Context: an optimization exercise on an open-source flow, tuned for small area, a short achievable clock period and few clock cycles. The choices shown serve that exercise and are no tape-out recipe.
RTL that was checked went through simulation tests only; none was proved equivalent to the original.

==> inputs of run K <==
==> flow/design.v (excerpt) <==
module earliest_finish_server_assign_top (
    input  logic                           clk,
    input  logic                           rst_n,
    input  logic                           push,
    output logic                           full,
    input  logic [efsa_pkg::MODE_W-1:0]    mode,
    input  logic [efsa_pkg::INDEX_W-1:0]   server_index,
    input  logic [efsa_pkg::AMOUNT_W-1:0]  amount,
    output logic                           empty,
    input  logic                           pop,
    output logic [efsa_pkg::INDEX_W-1:0]   assigned_server,
    output logic [efsa_pkg::TIME_W-1:0]    server_finish,
    output logic [efsa_pkg::TIME_W-1:0]    makespan,
    output logic                           saturated,
    input  logic                           cfg_valid,
    output logic                           cfg_ready,
    input  logic [efsa_pkg::CFG_W-1:0]     num_servers
);
    localparam int NS = efsa_pkg::MAX_SERVERS;
    localparam int TW = efsa_pkg::TIME_W;
    localparam int HW = TW / 2;
    localparam int SW = efsa_pkg::SRV_W;
    localparam int CW = efsa_pkg::CNT_W;
    localparam int UW = efsa_pkg::UNIT_W;
    localparam int AW = efsa_pkg::AMOUNT_W;
    localparam int PW = efsa_pkg::PROD_W;
    localparam int MW = efsa_pkg::MODE_W;
    function automatic logic [1:0] ltne(input logic [39:0] a, input logic [39:0] b,
                                        input int lo, input int w);
        logic [1:0] hi_r, lo_r;
        if (w == 1)
        begin
            ltne = {b[lo], a[lo] ^ b[lo]};
        end
        else
        begin
            hi_r = ltne(a, b, lo + w / 2, w - w / 2);
            lo_r = ltne(a, b, lo, w / 2);
            ltne = {hi_r[0] ? hi_r[1] : lo_r[1], hi_r[0] | lo_r[0]};
        end
    endfunction
    function automatic logic lt_w(input logic [39:0] a, input logic [39:0] b, input int w);
        logic [1:0] r;
        r = ltne(a, b, 0, w);
        lt_w = r[1] & r[0];
    endfunction
    function automatic logic [2*PW-1:0] csa(input logic [PW-1:0] x, input logic [PW-1:0] y,
                                            input logic [PW-1:0] z);
        csa = {((x & y) | (x & z) | (y & z)) << 1, x ^ y ^ z};
    endfunction
  ...
Settings: LEC_CHECK=0, ABC_AREA=1, CAP_MARGIN=20, CORE_MARGIN=2, CORE_UTILIZATION=40, SLEW_MARGIN=20; clock period 9.0 ns.
run.sh (not shown) runs the stock make flow with config.mk's settings and CLKGATE_MAP_FILE= SYNTH_SCRIPT=/design/flow/synth_recipe.tcl, a recipe that flattens the netlist after the stock synthesis.
==> run Y (differences from run K) <==
--- a/flow/design.v
+++ b/flow/design.v
@@ -198,17 +198,17 @@
     assign is_clear  = (f0_mode == efsa_pkg::OP_CLEAR);
     assign exec      = f0_valid && res_ok && !(is_job && resorting);
     assign do_job    = exec && is_job;
     assign do_load   = exec && is_load;
     assign do_clear  = exec && is_clear;
     assign do_step   = resorting && !do_clear && !cfg_valid;
     assign do_ins    = (do_job && !cfg_valid) || do_step;
     assign mv1       = f1_valid && (!f0_valid || exec);
-    assign full      = f1_valid && !mv1;
+    assign full      = f1_valid && f0_valid && ((res_valid && !pop) || (is_job && resorting));
     assign acc       = push && !full;
     assign cfg_ready = 1'b1;
     assign empty     = !res_valid;
     logic [SW-1:0] c;
     logic [TW-1:0] h;
     logic [PW-1:0] p;
     logic [HW:0]   s_lo;
     logic          cy;
@@ -237,17 +237,17 @@
             logic       same_in, same_pl, force1, use_fin;
             logic [1:0] r_hi;
             idx_lt = (l_idx[j+1] < c);
             r_hi   = ltne(40'(l_fin[j+1][TW-1:HW]), 40'(h[TW-1:HW]), 0, HW);
             lt0    = r_hi[1] && r_hi[0];
             eq0    = !r_hi[0];
             eq1    = (l_fin[j+1][TW-1:HW] == h_hi1[HW-1:0]);
             lt_lo  = lt_w(40'({l_fin[j+1][HW-1:0], l_idx[j+1]}), 40'({s_lo[HW-1:0], c}), HW + SW);
-            fin_lt = sat ? (!(&l_fin[j+1]) || idx_lt)
+            fin_lt = sat ? (!(eq0 && (&l_fin[j+1][HW-1:0])) || idx_lt)
                          : cy ? (eq0 || (eq1 && lt_lo)) : (lt0 || (eq0 && lt_lo));
             same_in  = (l_inact[j+1] == k_inact);
             same_pl  = (l_pl[j+1] == k_pl);
             force1   = !l_done[j+1]
                     || (!same_in && !l_inact[j+1])
                     || (same_in && !same_pl && !l_pl[j+1])
                     || (same_in && same_pl && !k_pl && idx_lt);
             use_fin  = l_done[j+1] && same_in && same_pl && k_pl;
Settings changed: CORE_UTILIZATION 40 to 55, SETUP_SLACK_MARGIN set to 4.5.
==> run M (differences from run K) <==
--- a/flow/design.v
+++ b/flow/design.v
@@ -94,56 +94,16 @@
         logic [1:0] r;
         r = ltne(a, b, 0, w);
         lt_w = r[1] & r[0];
     endfunction
     function automatic logic [2*PW-1:0] csa(input logic [PW-1:0] x, input logic [PW-1:0] y,
                                             input logic [PW-1:0] z);
         csa = {((x & y) | (x & z) | (y & z)) << 1, x ^ y ^ z};
     endfunction
-    function automatic logic [PW-1:0] add_ks(input logic [PW-1:0] a, input logic [PW-1:0] b);
-        logic [PW-1:0] g, t, g0, t0, x;
-        g = a & b;
-        t = a ^ b;
-        x = t;
-        for (int lv = 0; (1 << lv) < PW; lv++)
-        begin
-            g0 = g;
-            t0 = t;
-            for (int i = 0; i < PW; i++)
-            begin
-                if (i >= (1 << lv))
-                begin
-                    g[i] = g0[i] | (t0[i] & g0[i - (1 << lv)]);
-                    t[i] = t0[i] & t0[i - (1 << lv)];
-                end
-            end
-        end
-        add_ks = x ^ {g[PW-2:0], 1'b0};
-    endfunction
-    function automatic logic [PW-1:0] mul8r4(input logic [AW-1:0] a, input logic [AW+1:0] a3,
-                                             input logic [UW-1:0] b);
-        logic [PW-1:0]   r [4];
-        logic [2*PW-1:0] t0, t1;
-        for (int k = 0; k < 4; k++)
-        begin
-            case (b[2*k +: 2])
-                2'd0: r[k] = '0;
-                2'd1: r[k] = PW'(a) << (2 * k);
-                2'd2: r[k] = PW'(a) << (2 * k + 1);
-                default: r[k] = PW'(a3) << (2 * k);
-            endcase
-        end
-        t0 = csa(r[0], r[1], r[2]);
-        t1 = csa(t0[PW-1:0], t0[2*PW-1:PW], r[3]);
-        mul8r4 = add_ks(t1[PW-1:0], t1[2*PW-1:PW]);
-    endfunction
-    function automatic logic [AW+1:0] times3(input logic [AW-1:0] a);
-        times3 = (AW + 2)'(a) + ((AW + 2)'(a) << 1);
-    endfunction
     function automatic logic [PW-1:0] mul8(input logic [AW-1:0] a, input logic [UW-1:0] b);
         logic [PW-1:0]   r0, r1, r2, r3, r4, r5, r6, r7;
         logic [2*PW-1:0] t0, t1, t2, t3, t4, t5;
         r0 = b[0] ? (PW'(a) << 0) : '0;
         r1 = b[1] ? (PW'(a) << 1) : '0;
         r2 = b[2] ? (PW'(a) << 2) : '0;
         r3 = b[3] ? (PW'(a) << 3) : '0;
         r4 = b[4] ? (PW'(a) << 4) : '0;
@@ -151,33 +111,29 @@
         r6 = b[6] ? (PW'(a) << 6) : '0;
         r7 = b[7] ? (PW'(a) << 7) : '0;
         t0 = csa(r0, r1, r2);
         t1 = csa(r3, r4, r5);
         t2 = csa(t0[PW-1:0], t0[2*PW-1:PW], t1[PW-1:0]);
         t3 = csa(t1[2*PW-1:PW], r6, r7);
         t4 = csa(t2[PW-1:0], t2[2*PW-1:PW], t3[PW-1:0]);
         t5 = csa(t4[PW-1:0], t4[2*PW-1:PW], t3[2*PW-1:PW]);
-        mul8 = add_ks(t5[PW-1:0], t5[2*PW-1:PW]);
+        mul8 = t5[PW-1:0] + t5[2*PW-1:PW];
     endfunction
     logic [efsa_pkg::CFG_W-1:0] cfg_reg;
     logic [TW-1:0]              longest_reg;
     logic [SW-1:0]              l_idx   [NS];   
-    logic [TW-1:0]              l_fin0;         
-    logic [TW-1:0]              l_fin   [1:NS-1];  
+    logic [TW-1:0]              l_fin   [NS];   
     logic                       l_done  [NS];   
     logic                       l_inact [NS];   
     logic                       l_pl    [NS];   
     logic [UW-1:0]              unit_reg [NS];
     logic [UW-1:0]              head_unit;      
     logic [UW-1:0]              e1_unit;        
     logic [PW-1:0]              prod_reg;       
-    logic [AW-1:0]              pamt_reg;       
-    logic [AW+1:0]              pamt3_reg;      
-    logic [HW:0]                hi1_reg;        
     logic [2:0]                 fw_reg;         
     logic                       f0_valid, f1_valid;
     logic [MW-1:0]              f0_mode, f1_mode;
     logic [SW-1:0]              f0_idx, f1_idx;
     logic [AW-1:0]              f0_amt, f1_amt;
     logic                       res_valid;
     logic [SW-1:0]              res_srv;
     logic [TW-1:0]              res_fin;
@@ -213,85 +169,77 @@
     logic [HW:0]   s_lo;
     logic          cy;
     logic [HW:0]   h_hi1;
     logic [HW-1:0] s_hi;
     logic          sat;
     logic [TW-1:0] fin_new;
     logic          k_inact, k_pl;
     assign c       = l_idx[0];
-    assign h       = l_fin0;
-    assign p       = prod_reg;
+    assign h       = l_pl[0] ? l_fin[0] : '0;
+    assign p       = resorting ? '0 : prod_reg;
     assign s_lo    = {1'b0, h[HW-1:0]} + (HW + 1)'(p);
     assign cy      = s_lo[HW];
-    assign h_hi1   = hi1_reg;
+    assign h_hi1   = {1'b0, h[TW-1:HW]} + (HW + 1)'(1);
     assign s_hi    = cy ? h_hi1[HW-1:0] : h[TW-1:HW];
     assign sat     = cy && h_hi1[HW];
     assign fin_new = sat ? '1 : {s_hi, s_lo[HW-1:0]};
     assign k_inact = resorting ? (CW'(c) >= n_eff) : 1'b0;
     assign k_pl    = resorting ? l_pl[0] : 1'b1;
     logic [NS-2:0] ahead;
     always_comb
     begin
         for (int j = 0; j < NS - 1; j++)
         begin
-            logic       idx_lt, fin_lt, lt0, eq0, eq1, lt_lo;
-            logic       same_in, same_pl, force1, use_fin;
-            logic [1:0] r_hi;
+            logic idx_lt, fin_lt;
             idx_lt = (l_idx[j+1] < c);
-            r_hi   = ltne(40'(l_fin[j+1][TW-1:HW]), 40'(h[TW-1:HW]), 0, HW);
-            lt0    = r_hi[1] && r_hi[0];
-            eq0    = !r_hi[0];
-            eq1    = (l_fin[j+1][TW-1:HW] == h_hi1[HW-1:0]);
-            lt_lo  = lt_w(40'({l_fin[j+1][HW-1:0], l_idx[j+1]}), 40'({s_lo[HW-1:0], c}), HW + SW);
             fin_lt = sat ? (!(&l_fin[j+1]) || idx_lt)
-                         : cy ? (eq0 || (eq1 && lt_lo)) : (lt0 || (eq0 && lt_lo));
-            same_in  = (l_inact[j+1] == k_inact);
-            same_pl  = (l_pl[j+1] == k_pl);
-            force1   = !l_done[j+1]
-                    || (!same_in && !l_inact[j+1])
-                    || (same_in && !same_pl && !l_pl[j+1])
-                    || (same_in && same_pl && !k_pl && idx_lt);
-            use_fin  = l_done[j+1] && same_in && same_pl && k_pl;
-            ahead[j] = force1 || (use_fin && fin_lt);
+                         : lt_w(40'({l_fin[j+1], l_idx[j+1]}), 40'({s_hi, s_lo[HW-1:0], c}),
+                                TW + SW);
+            if (!l_done[j+1])
+                ahead[j] = 1'b1;
+            else if (l_inact[j+1] != k_inact)
+                ahead[j] = !l_inact[j+1];
+            else if (l_pl[j+1] != k_pl)
+                ahead[j] = !l_pl[j+1];
+            else if (!k_pl)
+                ahead[j] = idx_lt;
+            else
+                ahead[j] = fin_lt;
         end
     end
-    logic [NS-1:0] take_next, take_key, l_we;
+    logic [NS-1:0] take_next, take_key;
     always_comb
     begin
         for (int j = 0; j < NS; j++)
         begin
             take_next[j] = (j < NS - 1) ? ahead[j] : 1'b0;
-            l_we[j]      = (j == 0) ? 1'b1 : ahead[j-1];
-            take_key[j]  = l_we[j] && !take_next[j];
+            take_key[j]  = !take_next[j] && ((j == 0) ? 1'b1 : ahead[j-1]);
         end
     end
     logic [TW-1:0] room;
     logic          grow;
     assign room = longest_reg - h;
     assign grow = (room[TW-1:HW] == '0) && lt_w(40'(room[HW-1:0]), 40'(p), HW);
     logic [AW-1:0] amt_next;
     logic [UW-1:0] u_a, u_b, u_e2;
     logic          ld_f, cl_f;
     logic          sel_a;
     logic          hold_p;
     logic [PW-1:0] prod_a, prod_b;
-    assign amt_next = pamt_reg;
+    assign amt_next = (f0_valid && is_job && resorting) ? f0_amt : f1_amt;
     assign hold_p   = f0_valid && is_job && !resorting && !exec;
     assign ld_f     = f0_valid && is_load;
     assign cl_f     = f0_valid && is_clear;
     assign u_a      = fw_reg[1] ? f0_amt : e1_unit;
     assign u_b      = cl_f ? unit_reg[0] : fw_reg[0] ? f0_amt : head_unit;
     assign u_e2     = fw_reg[2] ? f0_amt : unit_reg[l_idx[2]];
     assign sel_a    = do_ins && ahead[0];
-    logic done_next0;
-    assign done_next0 = do_clear || (!cfg_valid && (do_ins ? (!take_next[0] || l_done[1])
-                                                           : l_done[0]));
-    assign prod_a   = mul8r4(amt_next, pamt3_reg, u_a);
-    assign prod_b   = mul8r4(amt_next, pamt3_reg, u_b);
+    assign prod_a   = mul8(amt_next, u_a);
+    assign prod_b   = mul8(amt_next, u_b);
     logic          nf0_new, nf0_ld;
     logic [SW-1:0] nf0_idx;
     logic [2:0]    fw_next;
     assign nf0_new = exec || !f0_valid;
     assign nf0_ld  = nf0_new ? (f1_valid && f1_mode == efsa_pkg::OP_LOAD) : ld_f;
     assign nf0_idx = nf0_new ? f1_idx : f0_idx;
     always_comb
     begin
@@ -307,43 +255,26 @@
             else if (do_ins && take_next[k])
                 fw_next[k] = nf0_ld && eq_next;
             else if (do_ins && take_key[k])
                 fw_next[k] = nf0_ld && eq_key;
             else
                 fw_next[k] = nf0_ld && eq_here;
         end
     end
-    logic          nf0_job;
-    logic [AW-1:0] pamt_next;
-    assign nf0_job   = nf0_new ? (f1_valid && f1_mode == efsa_pkg::OP_JOB) : (f0_valid && is_job);
-    assign pamt_next = (nf0_job && !done_next0) ? (nf0_new ? f1_amt : f0_amt)
-                                                : (acc ? amount : f1_amt);
-    logic [AW+1:0] pamt3_next;
-    assign pamt3_next = (nf0_job && !done_next0) ? (nf0_new ? times3(f1_amt) : times3(f0_amt))
-                                                 : (acc ? times3(amount) : times3(f1_amt));
-    logic [HW:0] hi1_next, hi1_shift;
-    logic [HW-1:0] hi_shift;
-    assign hi_shift  = l_pl[1] ? l_fin[1][TW-1:HW] : '0;
-    assign hi1_shift = {1'b0, hi_shift} + (HW + 1)'(1);
-    assign hi1_next  = take_next[0] ? hi1_shift
-                     : sat ? {1'b1, {HW{1'b0}}}
-                     : cy  ? ({1'b0, hi1_reg[HW-1:0]} + (HW + 1)'(1)) : hi1_reg;
     always_ff @(posedge clk or negedge rst_n)
     begin
         if (!rst_n)
         begin
             cfg_reg     <= efsa_pkg::CFG_W'(NS);
             longest_reg <= '0;
             f0_valid    <= 1'b0;
             f1_valid    <= 1'b0;
             res_valid   <= 1'b0;
             fw_reg      <= '0;
-            l_fin0      <= '0;
-            hi1_reg     <= (HW + 1)'(1);
             for (int j = 0; j < NS; j++)
             begin
                 l_idx[j]   <= SW'(j);
                 l_done[j]  <= 1'b1;
                 l_inact[j] <= 1'b0;
                 l_pl[j]    <= 1'b0;
             end
         end
@@ -360,67 +291,60 @@
             else if (pop)
                 res_valid <= 1'b0;
             if (do_clear)
                 longest_reg <= '0;
             else if (do_job && grow)
                 longest_reg <= fin_new;
             if (do_clear)
             begin
-                l_fin0  <= '0;
-                hi1_reg <= (HW + 1)'(1);
                 for (int j = 0; j < NS; j++)
                 begin
                     l_idx[j]   <= SW'(j);
                     l_done[j]  <= 1'b1;
                     l_inact[j] <= (CW'(j) >= n_eff);
                     l_pl[j]    <= 1'b0;
                 end
             end
             else if (cfg_valid)
             begin
                 for (int j = 0; j < NS; j++)
                     l_done[j] <= 1'b0;
             end
             else if (do_ins)
             begin
-                if (take_next[0])
-                    l_fin0 <= l_pl[1] ? l_fin[1] : '0;
-                else
-                    l_fin0 <= fin_new;
-                hi1_reg <= hi1_next;
                 for (int j = 0; j < NS; j++)
                 begin
                     if (take_next[j])
                     begin
                         l_idx[j]   <= l_idx[j+1];
                         l_done[j]  <= l_done[j+1];
                         l_inact[j] <= l_inact[j+1];
                         l_pl[j]    <= l_pl[j+1];
                     end
-                    else if (l_we[j])
+                    else if (take_key[j])
                     begin
                         l_idx[j]   <= c;
                         l_done[j]  <= 1'b1;
                         l_inact[j] <= k_inact;
                         l_pl[j]    <= k_pl;
                     end
                 end
             end
         end
     end
     always_ff @(posedge clk)
     begin
         if (do_ins)
         begin
-            for (int j = 1; j < NS; j++)
+            for (int j = 0; j < NS; j++)
             begin
                 if (take_next[j])
                     l_fin[j] <= l_fin[j+1];
-                else if (l_we[j])
+                else if (take_key[j])
                     l_fin[j] <= fin_new;
             end
         end
         if (exec || !f0_valid)
         begin
             f0_mode <= f1_mode;
             f0_idx  <= f1_idx;
             f0_amt  <= f1_amt;
@@ -441,20 +365,16 @@
             unit_reg[f0_idx] <= f0_amt;
         head_unit <= sel_a ? u_a : u_b;
         if (cl_f)
             e1_unit <= unit_reg[1];
         else if (do_ins)
             e1_unit <= ahead[1] ? u_e2 : ahead[0] ? u_b : u_a;
         else
             e1_unit <= u_a;
-        pamt_reg  <= pamt_next;
-        pamt3_reg <= pamt3_next;
-        if (!done_next0)
-            prod_reg <= '0;
-        else if (!hold_p)
+        if (!hold_p)
             prod_reg <= sel_a ? prod_a : prod_b;
     end
     assign assigned_server = res_srv;
     assign server_finish   = res_fin;
     assign makespan        = longest_reg;
     assign saturated       = res_sat;
 endmodule
Settings changed: ABC_AREA 1 to unset.
==> notes.md <==
- The flow ran to the end and the layout has no timing, DRC or antenna violations.
- For met2 alone, demand over resource in global routing was 0.446.
- Using the TritonRoute via totals, the vias-per-cell ratio works out to around 6.2.
- The met1 track utilization from global routing is 0.375.
- The flip-flop count of the largest register after layout is slightly above 500.
- For this run, asynchronously set or reset flops after synthesis account for 0.173.
- Detailed routing placed a total of approximately 100 mm of wire on met2.
- The count of flip-flops with a built-in enable after synthesis is about 720.
- Of all the cell area in the finished design, the clock network holds 0.0533.
- The routed wire length per instance is about 27 µm.
- The post-placement setup slack is 1180 ps.
- Ranked by instance count, the synthesized netlist is headed by edfxtp_1, nand2_1, nor2_1, o21ai_0, a21oi_1.
- The sequential fraction of the synthesis area is 0.436.
- The minimum clock period is between 8000 and 9000 ps.
- At the pin with the least slew margin, the transition time is between 1000 and 1500 ps.
- In this run the critical register-to-register path is launched from l_done[0].
Source of the figures above: run M

==> notes.md <==
- The detailed-router iteration count before antenna repair is 9.
- Measured along the x axis, the die boundary spans approximately 340 µm.
- The routed wire length on met2 is between 100 and 150 mm.
- The flow ran to the end and the layout has no timing, DRC or antenna violations.
- The worst path in the final design needs a cycle of between 4000 and 5000 ps, including I/O delays and setup.
- The global-route track usage on met2 is 0.624.
- The clock distribution area overhead in the final layout is 0.0471.
- The transition time at the pin with the least slew margin is 1180 ps.
- The count of flip-flops with a built-in enable after synthesis is approximately 650.
- Of the synthesized area, sequential elements account for 0.410.
- Dividing the detail-routed wire length by the instance count gives between 20 and 30 µm.
- The commonest cells after synthesis are nand2_1, o21ai_0, inv_1, nor2_1, edfxtp_1.
- The worst register-to-register path begins at f0_valid.
- Prior to clock tree synthesis, the placed netlist has a worst setup slack of about 2600 ps.
Source of the figures above: run Y

==> notes.md <==
- The run finished with no timing, DRC or antenna violations.
- The met1 track utilization from global routing is 0.392.
- Counting instances in the post-synthesis netlist gives the leading cell types as nand2_1, inv_1, nor2_1, edfxtp_1, o21ai_0.
- The async set-reset flop share out of synthesis is 0.219.
- For met2 alone, demand over resource in global routing was 0.492.
- The worst reg2reg path startpoint is l_fin0[5].
- The flip-flop count of the largest register after layout is 480.
- Prior to clock tree synthesis, the placed netlist has a worst setup slack of around 2700 ps.
- After detailed routing, the average wire length per cell comes to roughly 24 µm.
- The worst path in the final design needs a cycle of between 6000 and 7000 ps, including I/O delays and setup.
- The routed design uses 119 mm of met2 wire.
- The count of flip-flops with a built-in enable after synthesis is about 650.
Source of the figures above: run K

Testbench counts of run K, summed over its fixed seeds: cycles 6,064.
Testbench counts of run Y, summed over its fixed seeds: cycles 6,064.
Only the layout flow was run in run M; the RTL was not checked for function there.

## what the ideal ports hide
How much do the figures lean on ideal ports? The routed layouts below were timed once more, with nothing changed but the port constraints.
Step 1 assumes that a clkbuf_16 drives the clock port and a buf_2 every other input.
Step 2, shift: input delay + t, output delay - t, t = (earliest + latest rising clock arrival at the registers) / 2. This alone moves slack from input paths to output paths.
Slacks: ideal ports / drivers / drivers and shift; pairs: ideal ports / drivers.
run	t, ns	setup WS [ns]	latest minus earliest clock arrival (ns)	worst register clock-pin slew, ns	worst data-port slew with drivers (ns)
run K	0.834	2.802 / 2.779 / 2.585	0.096 / 0.096	0.07 / 0.07	0.07
run Y	0.788	4.031 / 4.031 / 3.911	0.037 / 0.037	0.07 / 0.07	0.07
run M	0.805	0.860 / 0.860 / 0.860	0.057 / 0.057	0.07 / 0.07	0.09
After both steps setup and hold are still met in every run listed. For run K, which loses most, drivers alone change the setup slack by -0.023 ns; drivers and shift together by -0.217 ns.
